From an optimization exercise on the open Yosys and OpenROAD flow, aimed at small area, a short achievable clock period and few clock cycles; shortcuts taken in it are not production practice. The RTL was checked by simulation tests, not by an equivalence proof against the original design.

==> sierra: inputs <==
==> flow/design.v (excerpt) <==
module ipv4_sorted_pool_filter #(
   parameter int CAPACITY = spf_pkg::CAPACITY_DEF
) (
   input  wire logic              clock,
   input  wire logic              reset,
   input  wire logic              req_valid,
   output logic                   req_ready,
   input  wire spf_pkg::req_type  req_payload,
   output logic                   rsp_valid,
   input  wire logic              rsp_ready,
   output spf_pkg::rsp_type       rsp_payload
);
Settings: LEC_CHECK=0, CAP_MARGIN=20, CORE_MARGIN=2, CORE_UTILIZATION=55, SETUP_SLACK_MARGIN=2.5, SLEW_MARGIN=20; clock period 5.0 ns.
run.sh (not shown) runs the stock make flow with config.mk's settings and CLKGATE_MAP_FILE= SYNTH_SCRIPT=/design/flow/synth_recipe.tcl, a recipe that flattens the netlist after the stock synthesis.
==> quartz (differences from sierra) <==
--- a/flow/design.v
+++ b/flow/design.v
@@ -63,13 +63,12 @@
 `default_nettype none
 module spf_match (
    input  wire logic [31:0] e,
    input  wire logic [31:0] op,           
    input  wire logic [3:0]  oct_need,     
    input  wire logic        is_octet,     
-   input  wire logic        is_list,      
    output logic             ge,
    output logic             hit
 );
    logic [31:0] bit_eq, bit_gt;
    logic [3:0]  eq;
    assign bit_eq = ~(e ^ op);
@@ -95,42 +94,38 @@
          g5[k] = g4[2*k+1] | (e4[2*k+1] & g4[2*k]);
          e5[k] = e4[2*k+1] & e4[2*k];
       end
       eq = e4;
       ge = g5[1] | (e5[1] & (g5[0] | e5[0]));
    end
-   assign hit = is_list || (is_octet ? (|eq) : (&(eq | ~oct_need)));
+   assign hit = is_octet ? (|eq) : (&(eq | ~oct_need));
 endmodule
 module spf_cell (
    input  wire logic        clock,
    input  wire logic        keep,         
-   input  wire logic        prev_keep,    
+   input  wire logic        take_new,     
+   input  wire logic        take_prev,    
    input  wire logic [31:0] new_entry,
    input  wire logic [31:0] prev_entry,
    input  wire logic [31:0] op,
    input  wire logic [3:0]  oct_need,
    input  wire logic        is_octet,
-   input  wire logic        is_list,
    output logic             ge,
    output logic             hit,
    output logic [31:0]      entry
 );
    logic [31:0] entry_ff;
-   logic        take_new, take_prev;
    assign entry = entry_ff;
    spf_match u_match (
       .e        (entry_ff),
       .op       (op),
       .oct_need (oct_need),
       .is_octet (is_octet),
-      .is_list  (is_list),
       .ge       (ge),
       .hit      (hit)
    );
-   assign take_new  = !keep && prev_keep;
-   assign take_prev = !keep && !prev_keep;
    always_ff @(posedge clock) begin
       entry_ff <= ({32{keep}} & entry_ff) | ({32{take_new}} & new_entry) |
                   ({32{take_prev}} & prev_entry);
    end
 endmodule
 `default_nettype wire
@@ -146,50 +141,56 @@
    input  wire spf_pkg::req_type  req_payload,
    output logic                   rsp_valid,
    input  wire logic              rsp_ready,
    output spf_pkg::rsp_type       rsp_payload
 );
    typedef struct packed {
-      spf_pkg::func_type func;
+      logic              ins;      
+      logic              octet;    
+      logic [3:0]        need;     
       logic [31:0]       op;
-      logic [1:0]        plen;     
    } qent_type;
    qent_type            q0_ff, q1_ff, q_in;
    logic                q0_v_ff, q1_v_ff;
    logic                ready_ff;
    logic [CAPACITY-1:0] occ_ff;       
    logic [CAPACITY-1:0] keep_ff;      
+   logic [CAPACITY-1:0] tnew_ff;      
+   logic [CAPACITY-1:0] tprev_ff;     
    logic [31:0]         new_ff;       
    logic [CAPACITY-1:0] mask_ff;      
    logic                qry_ff;       
    logic                spc_ff;       
    logic [1:0]          spc_st_ff;
    logic                rsp_valid_ff;
    spf_pkg::rsp_type    rsp_ff;
    logic [31:0]         entry_w [CAPACITY];
    logic [CAPACITY-1:0] ge_w, hit_w;         
    logic [CAPACITY-1:0] ge_v, hit_v;         
+   logic [CAPACITY-1:0] keep_new;
    logic                ge_n, hit_n;         
    logic                enq, deq, serve_free, out_free, is_ins, do_ins, full, pop;
-   logic                is_octet, is_list;
+   logic                is_octet;
    logic [3:0]          oct_need;
    logic [CAPACITY-1:0] first, mask_rest;
    logic                mask_multi;
    logic [31:0]         sel_entry;
    assign req_ready = ready_ff;
    assign enq       = req_valid && ready_ff;
    always_comb begin
-      q_in.func = req_payload.func;
-      q_in.op   = (req_payload.func == spf_pkg::FN_OCTET) ? {4{req_payload.octet_value}}
-                                                          : req_payload.address;
+      q_in.ins   = (req_payload.func == spf_pkg::FN_INSERT);
+      q_in.octet = (req_payload.func == spf_pkg::FN_OCTET);
+      q_in.op    = q_in.octet ? {4{req_payload.octet_value}} : req_payload.address;
       case (req_payload.prefix_octets)
-         3'd0, 3'd1: q_in.plen = 2'd0;
-         3'd2:       q_in.plen = 2'd1;
-         3'd3:       q_in.plen = 2'd2;
-         default:    q_in.plen = 2'd3;
+         3'd0, 3'd1: q_in.need = 4'b1000;
+         3'd2:       q_in.need = 4'b1100;
+         3'd3:       q_in.need = 4'b1110;
+         default:    q_in.need = 4'b1111;
       endcase
+      if (req_payload.func != spf_pkg::FN_PREFIX)
+         q_in.need = 4'b0000;
    end
    always_ff @(posedge clock) begin
       if (reset) begin
          q0_v_ff  <= 1'b0;
          q1_v_ff  <= 1'b0;
          ready_ff <= 1'b1;
@@ -203,46 +204,37 @@
       if (deq || !q0_v_ff)
          q0_ff <= q1_v_ff ? q1_ff : q_in;
       if (enq && q0_v_ff && !(deq && !q1_v_ff))
          q1_ff <= q_in;
    end
    assign full     = occ_ff[CAPACITY-1];
-   assign is_ins   = (q0_ff.func == spf_pkg::FN_INSERT);
-   assign is_octet = (q0_ff.func == spf_pkg::FN_OCTET);
-   assign is_list  = (q0_ff.func == spf_pkg::FN_LIST);
+   assign is_ins   = q0_ff.ins;
+   assign is_octet = q0_ff.octet;
+   assign oct_need = q0_ff.need;
    assign do_ins   = deq && is_ins && !full;
-   always_comb begin
-      case (q0_ff.plen)
-         2'd0:    oct_need = 4'b1000;
-         2'd1:    oct_need = 4'b1100;
-         2'd2:    oct_need = 4'b1110;
-         default: oct_need = 4'b1111;
-      endcase
-   end
    for (genvar i = 0; i < CAPACITY; i++) begin : g_cell
       spf_cell u_cell (
          .clock      (clock),
          .keep       (keep_ff[i]),
-         .prev_keep  ((i == 0) ? 1'b1 : keep_ff[(i == 0) ? 0 : i-1]),
+         .take_new   (tnew_ff[i]),
+         .take_prev  (tprev_ff[i]),
          .new_entry  (new_ff),
          .prev_entry ((i == 0) ? 32'd0 : entry_w[(i == 0) ? 0 : i-1]),
          .op         (q0_ff.op),
          .oct_need   (oct_need),
          .is_octet   (is_octet),
-         .is_list    (is_list),
          .ge         (ge_w[i]),
          .hit        (hit_w[i]),
          .entry      (entry_w[i])
       );
    end
    spf_match u_match_new (
       .e        (new_ff),
       .op       (q0_ff.op),
       .oct_need (oct_need),
       .is_octet (is_octet),
-      .is_list  (is_list),
       .ge       (ge_n),
       .hit      (hit_n)
    );
    always_comb begin
       for (int i = 0; i < CAPACITY; i++) begin
          if (keep_ff[i]) begin
@@ -254,37 +246,51 @@
          end else begin
             ge_v[i]  = ge_w[(i == 0) ? 0 : i-1];
             hit_v[i] = hit_w[(i == 0) ? 0 : i-1];
          end
       end
    end
+   assign keep_new = occ_ff & ge_v;
    always_ff @(posedge clock) begin
       if (reset) begin
-         occ_ff  <= '0;
-         keep_ff <= '1;
+         occ_ff   <= '0;
+         keep_ff  <= '1;
+         tnew_ff  <= '0;
+         tprev_ff <= '0;
       end else if (do_ins) begin
-         occ_ff  <= {occ_ff[CAPACITY-2:0], 1'b1};
-         keep_ff <= occ_ff & ge_v;
+         occ_ff   <= {occ_ff[CAPACITY-2:0], 1'b1};
+         keep_ff  <= keep_new;
+         tnew_ff  <= ~keep_new & {keep_new[CAPACITY-2:0], 1'b1};
+         tprev_ff <= ~keep_new & ~{keep_new[CAPACITY-2:0], 1'b1};
       end else begin
-         keep_ff <= '1;
+         keep_ff  <= '1;
+         tnew_ff  <= '0;
+         tprev_ff <= '0;
       end
    end
    always_ff @(posedge clock) begin
-      if (do_ins)
-         new_ff <= q0_ff.op;
+      new_ff <= q0_ff.op;
    end
    always_comb begin
-      logic seen;
-      seen = 1'b0;
-      for (int i = 0; i < CAPACITY; i++) begin
-         first[i] = mask_ff[i] && !seen;
-         seen     = seen || mask_ff[i];
+      logic [CAPACITY-1:0] pre;       
+      logic [CAPACITY-1:0] any_l, two_l;
+      pre = mask_ff << 1;
+      for (int d = 1; d < CAPACITY; d = d * 2)
+         pre = pre | (pre << d);
+      first = mask_ff & ~pre;
+      any_l = mask_ff;
+      two_l = '0;
+      for (int w = CAPACITY / 2; w >= 1; w = w / 2) begin
+         for (int k = 0; k < w; k++) begin
+            two_l[k] = two_l[2*k] | two_l[2*k+1] | (any_l[2*k] & any_l[2*k+1]);
+            any_l[k] = any_l[2*k] | any_l[2*k+1];
+         end
       end
+      mask_multi = two_l[0];
    end
    assign mask_rest  = mask_ff & ~first;
-   assign mask_multi = |mask_rest;
    always_comb begin
       sel_entry = '0;
       for (int i = 0; i < CAPACITY; i++)
          sel_entry = sel_entry | ({32{first[i]}} & entry_w[i]);
    end
    assign out_free   = !rsp_valid_ff || rsp_ready;
Settings changed: CORE_UTILIZATION 55 to 75, PLACE_DENSITY set to 0.85, SETUP_SLACK_MARGIN 2.5 to 2.0.
==> notes <==
Of quartz and sierra, sierra has the higher synthesized cell count (gap about 7%, measured against sierra).
sierra finished with timing, DRC and antenna clean. quartz stopped in global routing with GRT-0116.
Against sierra, the area after synthesis of quartz is smaller by 3.5%.
Testbench counts of sierra, summed over its fixed seeds: cycles 4,431.
Testbench counts of quartz, summed over its fixed seeds: cycles 4,431.

==> static timing again, ports no longer ideal <==
The flow's constraints put no driver on any port. The routed layout listed below was extracted and timed again, unchanged, in two steps. Step 1, drivers: a clkbuf_16 drives clock and a buf_2 each remaining input, both assumed. Step 2 moves the port delays by t, midway between the first and last clock arrival at a register: inputs arrive t later, outputs are due t later. That takes back most of the time a late clock gives input paths. Slacks: no drivers / after step 1 / after step 2; pairs: no drivers / after step 1.
run: sierra
shift t [ns]: 0.875
setup slack, ns: 1.464 / 1.464 / 1.151
cell pins on the clock port's net: 1
After both steps sierra still meets setup and hold. The setup slack of sierra moves by 0.000 ns with the drivers and by -0.313 ns with both steps.
